This is an optimization exercise on Yosys and OpenROAD, whose aim is small area, a short achievable clock period and few clock cycles per item, not a production implementation.
The RTL was checked by simulation tests, not by an equivalence proof against the original design.
Power figures rest on the tool's default switching activity, not on a simulated workload.

<file path="flow/config.mk">
export PLATFORM = sky130hd
export DESIGN_NAME = preemptive_priority_scheduler_top
export DESIGN_NICKNAME = preemptive_priority_scheduler_top
export VERILOG_FILES = /design/flow/design.v
export SDC_FILE = /design/flow/constraint.sdc
export NUM_CORES = 4
export LEC_CHECK = 0
export CAP_MARGIN = 20
export CORE_MARGIN = 2
export CORE_UTILIZATION = 40
export SLEW_MARGIN = 20
</file>
<file path="flow/constraint.sdc">
create_clock -name core_clock -period 6.0 [get_ports {i_clk}]
set_input_delay 1.2000 -clock core_clock [delete_from_list [all_inputs] [get_ports {i_clk}]]
set_output_delay 1.2000 -clock core_clock [all_outputs]
set_load 0.01 [all_outputs]
</file>
<file path="flow/design.v">
package pps_pkg;
    localparam logic OP_LOAD = 1'b0;
    localparam logic OP_TICK = 1'b1;
    localparam logic [31:0] SAT32 = 32'hFFFF_FFFF;
    typedef struct packed {
        logic        op;
        logic [3:0]  slot;
        logic [15:0] arrival;
        logic [15:0] burst_len;
        logic [7:0]  prio;
    } t_in_item;
    typedef struct packed {
        logic [31:0] tick_time;
        logic        ran;
        logic [3:0]  served_slot;
        logic        finished;
        logic [31:0] task_wait;
        logic [31:0] task_turnaround;
        logic        all_finished;
        logic [31:0] sum_wait;
        logic [31:0] sum_turnaround;
    } t_out_item;
    typedef struct packed {
        logic [15:0] arrival;
        logic [15:0] remaining;
        logic [7:0]  prio;
        logic [31:0] wait_time;
        logic [31:0] last_run;
    } t_row;
    typedef enum logic [2:0] {
        ST_IDLE,
        ST_SCAN,
        ST_SCAN_LAST,
        ST_UPD_GAP,
        ST_UPD_WAIT,
        ST_UPD_WRITE
    } t_state;
    function automatic logic [31:0] sat_add(input logic [31:0] a, input logic [31:0] b);
        logic [32:0] s;
        s = {1'b0, a} + {1'b0, b};
        sat_add = s[32] ? SAT32 : s[31:0];
    endfunction
endpackage
module pps_task_mem
#(
    parameter int DEPTH = 16,
    parameter int AW    = 4
) (
    input  logic          i_clk,
    input  logic          i_we,
    input  logic [AW-1:0] i_waddr,
    input  pps_pkg::t_row i_wrow,
    input  logic [AW-1:0] i_raddr,
    output pps_pkg::t_row o_rrow
);
    logic [103:0] r_mem [0:DEPTH-1];
    always_ff @(posedge i_clk) begin
        if (i_we) begin
            r_mem[i_waddr] <= i_wrow;
        end
    end
    always_ff @(posedge i_clk) begin
        o_rrow <= r_mem[i_raddr];
    end
endmodule
module preemptive_priority_scheduler_top
#(
    parameter int TASK_SLOTS = 16
) (
    input  logic      i_clk,
    input  logic      i_rst_n,
    input  logic      i_in_valid,
    output logic      o_in_ready,
    input  logic [44:0]  i_in_item,
    output logic         o_out_valid,
    input  logic         i_out_ready,
    output logic [166:0] o_out_item
);
    pps_pkg::t_in_item in_it;
    assign in_it = pps_pkg::t_in_item'(i_in_item);
    localparam int IW = $clog2(TASK_SLOTS);
    pps_pkg::t_state r_state, n_state;
    logic [TASK_SLOTS-1:0] r_valid;
    logic [TASK_SLOTS-1:0] r_done;
    logic [IW-1:0]         r_idx;
    logic [IW-1:0]         r_row_idx;
    logic                  r_row_vld;
    pps_pkg::t_row                  rd_row;
    logic                  r_have;
    logic [IW-1:0]         r_best_idx;
    pps_pkg::t_row                  r_best;
    logic [1:0]            r_pend;
    logic [31:0]           r_now;
    logic [31:0]           r_total_wait;
    logic [31:0]           r_total_turn;
    logic [31:0]           r_gap;
    logic [15:0]           r_rem;
    logic [31:0]           r_turn;
    logic [31:0]           r_wait_new;
    logic                  r_fin;
    logic                  r_out_valid;
    pps_pkg::t_out_item             r_out_item;
    logic                  in_acc;
    logic                  load_acc;
    logic                  tick_acc;
    logic                  load_ok;
    logic [31:0]           slot_ext;
    logic [IW-1:0]         load_addr;
    logic                  out_free;
    logic                  upd_go;
    logic                  scanning;
    logic                  mem_we;
    logic [IW-1:0]         mem_waddr;
    pps_pkg::t_row                  mem_wrow;
    logic                  row_elig;
    logic                  row_pend;
    logic                  fin_now;
    logic [31:0]           n_total_wait;
    logic [31:0]           n_total_turn;
    logic [31:0]           best_idx_ext;
    assign in_acc    = i_in_valid && o_in_ready;
    assign load_acc  = in_acc && (in_it.op == pps_pkg::OP_LOAD);
    assign tick_acc  = in_acc && (in_it.op == pps_pkg::OP_TICK);
    assign slot_ext  = {28'd0, in_it.slot};
    assign load_ok   = slot_ext < 32'(TASK_SLOTS);
    assign load_addr = slot_ext[IW-1:0];
    assign out_free  = !r_out_valid || i_out_ready;
    always_comb begin
        n_state = r_state;
        case (r_state)
            pps_pkg::ST_IDLE: begin
                if (tick_acc) n_state = pps_pkg::ST_SCAN;
            end
            pps_pkg::ST_SCAN: begin
                if (r_idx == IW'(TASK_SLOTS - 1)) n_state = pps_pkg::ST_SCAN_LAST;
            end
            pps_pkg::ST_SCAN_LAST: n_state = pps_pkg::ST_UPD_GAP;
            pps_pkg::ST_UPD_GAP:   n_state = pps_pkg::ST_UPD_WAIT;
            pps_pkg::ST_UPD_WAIT:  n_state = pps_pkg::ST_UPD_WRITE;
            pps_pkg::ST_UPD_WRITE: begin
                if (out_free) n_state = pps_pkg::ST_IDLE;
            end
            default: n_state = pps_pkg::ST_IDLE;
        endcase
    end
    always_comb begin
        o_in_ready = 1'b0;
        scanning   = 1'b0;
        upd_go     = 1'b0;
        case (r_state)
            pps_pkg::ST_IDLE:      o_in_ready = 1'b1;
            pps_pkg::ST_SCAN:      scanning   = 1'b1;
            pps_pkg::ST_UPD_WRITE: upd_go     = out_free;
            default: begin
                o_in_ready = 1'b0;
            end
        endcase
    end
    always_ff @(posedge i_clk) begin
        if (!i_rst_n) begin
            r_state <= pps_pkg::ST_IDLE;
        end else begin
            r_state <= n_state;
        end
    end
    assign fin_now      = r_have && r_fin;
    assign n_total_wait = fin_now ? pps_pkg::sat_add(r_total_wait, r_wait_new) : r_total_wait;
    assign n_total_turn = fin_now ? pps_pkg::sat_add(r_total_turn, r_turn) : r_total_turn;
    assign best_idx_ext = 32'(r_best_idx);
    always_comb begin
        mem_we    = 1'b0;
        mem_waddr = load_addr;
        mem_wrow  = '0;
        if (load_acc && load_ok) begin
            mem_we              = 1'b1;
            mem_wrow.arrival    = in_it.arrival;
            mem_wrow.remaining  = (in_it.burst_len == 16'd0) ? 16'd1
                                                                 : in_it.burst_len;
            mem_wrow.prio       = in_it.prio;
            mem_wrow.wait_time  = 32'd0;
            mem_wrow.last_run   = {16'd0, in_it.arrival};
        end else if (upd_go && r_have) begin
            mem_we              = 1'b1;
            mem_waddr           = r_best_idx;
            mem_wrow.arrival    = r_best.arrival;
            mem_wrow.remaining  = r_rem;
            mem_wrow.prio       = r_best.prio;
            mem_wrow.wait_time  = r_wait_new;
            mem_wrow.last_run   = pps_pkg::sat_add(r_now, 32'd1);
        end
    end
    pps_task_mem #(
        .DEPTH (TASK_SLOTS),
        .AW    (IW)
    ) u_mem (
        .i_clk   (i_clk),
        .i_we    (mem_we),
        .i_waddr (mem_waddr),
        .i_wrow  (mem_wrow),
        .i_raddr (r_idx),
        .o_rrow  (rd_row)
    );
    assign row_pend = r_row_vld && r_valid[r_row_idx] && !r_done[r_row_idx];
    assign row_elig = row_pend && ({16'd0, rd_row.arrival} <= r_now);
    always_ff @(posedge i_clk) begin
        if (!i_rst_n) begin
            r_valid      <= '0;
            r_now        <= 32'd0;
            r_total_wait <= 32'd0;
            r_total_turn <= 32'd0;
            r_out_valid  <= 1'b0;
            r_row_vld    <= 1'b0;
            r_idx        <= '0;
            r_have       <= 1'b0;
            r_pend       <= 2'd0;
        end else begin
            r_row_vld <= scanning;
            r_row_idx <= r_idx;
            if (scanning) begin
                r_idx <= r_idx + IW'(1);
            end
            if (load_acc && load_ok) begin
                r_valid[load_addr] <= 1'b1;
                r_done[load_addr]  <= 1'b0;
            end
            if (tick_acc) begin
                r_idx  <= '0;
                r_have <= 1'b0;
                r_pend <= 2'd0;
            end
            if (row_pend && r_pend != 2'd2) begin
                r_pend <= r_pend + 2'd1;
            end
            if (row_elig && (!r_have || rd_row.prio > r_best.prio)) begin
                r_have     <= 1'b1;
                r_best     <= rd_row;
                r_best_idx <= r_row_idx;
            end
            if (o_out_valid && i_out_ready) begin
                r_out_valid <= 1'b0;
            end
            if (upd_go) begin
                if (fin_now) begin
                    r_done[r_best_idx] <= 1'b1;
                end
                r_total_wait <= n_total_wait;
                r_total_turn <= n_total_turn;
                r_now        <= pps_pkg::sat_add(r_now, 32'd1);
                r_out_valid  <= 1'b1;
            end
        end
    end
    always_ff @(posedge i_clk) begin
        if (r_state == pps_pkg::ST_UPD_GAP) begin
            r_gap  <= (r_now >= r_best.last_run) ? (r_now - r_best.last_run) : 32'd0;
            r_rem  <= (r_best.remaining != 16'd0) ? (r_best.remaining - 16'd1) : 16'd0;
            r_turn <= r_now - {16'd0, r_best.arrival};
        end
        if (r_state == pps_pkg::ST_UPD_WAIT) begin
            r_wait_new <= pps_pkg::sat_add(r_best.wait_time, r_gap);
            r_turn     <= pps_pkg::sat_add(r_turn, 32'd1);
            r_fin      <= (r_rem == 16'd0);
        end
        if (upd_go) begin
            r_out_item.tick_time       <= r_now;
            r_out_item.ran             <= r_have;
            r_out_item.served_slot     <= r_have ? best_idx_ext[3:0] : 4'd0;
            r_out_item.finished        <= fin_now;
            r_out_item.task_wait       <= r_have ? r_wait_new : 32'd0;
            r_out_item.task_turnaround <= fin_now ? r_turn : 32'd0;
            r_out_item.all_finished    <= (r_pend == 2'd0) || ((r_pend == 2'd1) && fin_now);
            r_out_item.sum_wait        <= n_total_wait;
            r_out_item.sum_turnaround  <= n_total_turn;
        end
    end
    assign o_out_valid = r_out_valid;
    assign o_out_item  = 167'(r_out_item);
endmodule
</file>
<file path="flow/run.sh">
#!/bin/bash
# synth_recipe.tcl (not shown) runs the flow's synth.tcl, then flattens the netlist and writes it again
# the make line also repeats each setting of config.mk as NAME=value (left out here)
make -C /OpenROAD-flow-scripts/flow DESIGN_CONFIG=/design/flow/config.mk WORK_HOME=/design/flow/orfs CLKGATE_MAP_FILE= SYNTH_SCRIPT=/design/flow/synth_recipe.tcl finish
</file>
==> run notes <==
[sequential cells by signal (all words and copies together) (netlist names), 3 cells and up]
register,flops
r_total_wait,32
r_state,3
r_rem,16
r_valid,16
u_mem.o_rrow,104
r_row_idx,4
r_wait_new,32
r_best,104
r_turn,32
r_gap,32
r_out_item,167
r_done,16
r_idx,4
r_best_idx,4
u_mem.r_mem,1664
r_now,32
r_total_turn,32
[metrics by stage]
stage                     setup slack, ps  TNS (ps)  power (mW)
final                                1790         0        33.1
after global routing                 1720         0        34.0
after CTS                            1740         0        33.4
after detailed placement             1020         0        18.8
after global placement                855         0        18.8
after floorplan                     -1410  -2179880        18.4
[layout by cell type (no fill, tap or decap), types with 134 or more instances in the layout]
master,count
edfxtp_1,2072
mux4_2,521
clkbuf_16,231
dfxtp_1,223
clkdlybuf4s50_1,216
nand2_1,204
nor2_1,187
a21oi_1,187
ha_1,183
inv_1,134
[worst max-delay path, stage by stage]
cell and delay [ps]:
clkdlybuf4s50_1 450, nand2b_1 260, nand3_1 280, inv_8 110, and2_2 220, a31oi_1 370, nor2_4 930, buf_12 540
[layout make-up]
type                       count  area [µm²]
timing repair buffer         351        3620
fill                       19800      126000
tap                         3150        3940
inverter                     138         526
antenna                        9        22.5
sequential                  2300       66800
clock buffer                 310        6380
clock inverter               131        1490
multi-input combinational   2562       26100
[worst max-delay path by stage]
stage / from / to / slack [ps] / cells past startpoint
floorplan: i_out_ready / u_mem.r_mem[3][0] / -1410 / 9
global route: r_now[1] / u_mem.r_mem[9][0] / 1720 / 9
global placement: i_out_ready / u_mem.r_mem[0][10] / 850 / 8
finish: i_out_ready / u_mem.r_mem[8][50] / 1790 / 8
detailed placement: i_out_ready / u_mem.r_mem[8][50] / 1020 / 8
CTS: r_now[1] / u_mem.r_mem[13][18] / 1740 / 8
[where the power goes]
group          internal (mW)  switching (mW)
combinational          0.423           0.498
sequential              17.4          0.0623
clock                   8.41            6.24
[cells by family (layout without fill, tap and decap cells)]
family	count (synthesis)	in the layout
AO/OA/AOI/OAI	811	811
XOR/XNOR	191	191
adder cells (fa/ha/maj)	188	188
buffers and inverters	396	930
flip-flops	2300	2300
multiplexers	534	534
other	0	9
AND/OR/NAND/NOR	838	838
[metal layers]
layer	vias up	global-route usage, %	share of wire [%]
met5	-	0	0.0052
met4	2	5.09	2.3
met3	327	2.89	6.1
met2	1862	33.4	48
met1	27000	29.8	44
li1	22000	-	-
==> out/summary.txt <==
Status: no timing/DRC/antenna violations
Worst reg2reg path startpoint: r_now[1]
Dominant cells by area after synthesis: edfxtp_1, mux4_2, dfxtp_1, ha_1, xnor2_1
Number of synthesized flops with an enable pin: 2072
Grt total ovfl: 0
Simple-gate share of the synthesized area: 4.39%
Die H: 490 µm
Post-synthesis adder-cell area fraction: 2.53%
Max rail drop VDD: 250 µV
Mean Syn Cell Area: 17.9 µm²
DIE AREA: 240000 µm²
Post-Synth XOR/XNOR Area: 1.77%
Die W: 490 µm
Max Slew Vio Count: 0
CP endpoint kind: register
Worst-Skew Late Latency: 880 ps
Vias in the first global route: 50900
Synth Area in Compound Gates: 6.21%
Yosys top cell by area: edfxtp_1
Worst Hold Class: register to register
Synthesized instance count: 5258
R2R depth: 9
Wire per inst: 28.0 µm
Max_cap viols: 0
Clock tree buffer depth: 3
RSZ-0062 raised after global routing: no
Req. time, crit path: 6430 ps
DP Cell Count: 8500
Min-delay src: u_mem.o_rrow[35]
# port buffers: 217
Ys async rst share: 0%
Post-Place Cell Area: 101000 µm²
Hold Crit Depth: 0
Setup Skew: 109 ps
Flop2flop setup slack: 1870 ps
Setup bufs post-CTS: 0
Commonest cells post-synth: edfxtp_1, mux4_2, dfxtp_1
Layout Cells excl Fill: 8951
FMAX: 238 MHz
CTS Root Cell: clkbuf_16
Critical R2R Capture: u_mem.r_mem[15][0]
Largest family of logic cells by synthesized area: multiplexers
Final setup vio count: 0
Distinct cells, synth: 86
Final worst path period share: 70.1%
Synth Flop Type: edfxtp_1
Final GP Congestion: 0.886
IO Pins: 218
Drt via density: 5.72
Worst Path Max Fanout: 84
Most common cell in the netlist: edfxtp_1
Hold Slack: 357 ps
Initial antenna violation count: 20
Hold buffers post-CTS: 0
Fin. Hold Viols: 0
Yosys warning count: 2
Worst Setup Start Kind: input port
LEAKAGE: 35.4 nW
PostCTS Resize Cnt: 0
DR vias: 51200
Htree depth: 4
Post-synthesis mux area share: 12.6%
WHS Endpoint: r_best[35]
Total CTS buffers: 230
Layout cells sized above 1: 19.8%
Routed wire length: 251000 µm
Final Critical Period: 4210 ps
Num rows: 178
TritonRoute pass-1 iters: 8
Global-route wire length before repair: 362000 µm
Critical path type: input port to register
DP HPWL: 153000 µm
Antenna viol nets, final: 0
Synthesized net count: 5495
Layout Nets: 5820
Largest net degree at the start of global routing: 108
CTS Sinks: 2300
Starting DRC count in detailed routing: 5841
Global Route Usage Sum: 20.7%
CTS tree: done
Worst slew pin tran: 1160 ps
Layout area overhead: 15.5%
Worst EP arrival: 4640 ps
Slew HR: 22.7%
Final Instance Area: 109000 µm²
Clock transition at path regs: 60 ps
Initial core utilization: 40.2%
PwrDens: 304 nW/µm²
DRC errors left: 0
Core Box Area: 235000 µm²
Sequential area share after synthesis: 70.8%
Synth Cell Area: 94300 µm²
Top-area cell type share of the netlist area: 66.0%
Synthesized flop and latch total: 2300
Fin util: 46.4%
Testbench counts, summed over its fixed seeds: cycles 179,488, items 8,334.

[separate check: timing with driven ports]
The results above use ideal ports. As a check the final layout listed here was re-extracted and re-timed, cells and wires unchanged.
Step 1: set_driving_cell puts a clkbuf_16 on i_clk and a buf_2 on each other input, an assumption about the parent block.
Step 2 also shifts input and output timing later by t, the mid clock arrival at the registers, as if the neighbouring blocks saw the same clock.
Three values: ideal ports, drivers, drivers and shift; two values: the first two.
shift t [ns]: 0.937
setup WS [ns]: 1.794 / 1.864 / 0.927
hold slack, ns: 0.357 / 0.357 / 0.357
After both steps this run still meets setup and hold. For this run, drivers alone change the setup slack by +0.070 ns; drivers and shift together by -0.867 ns.
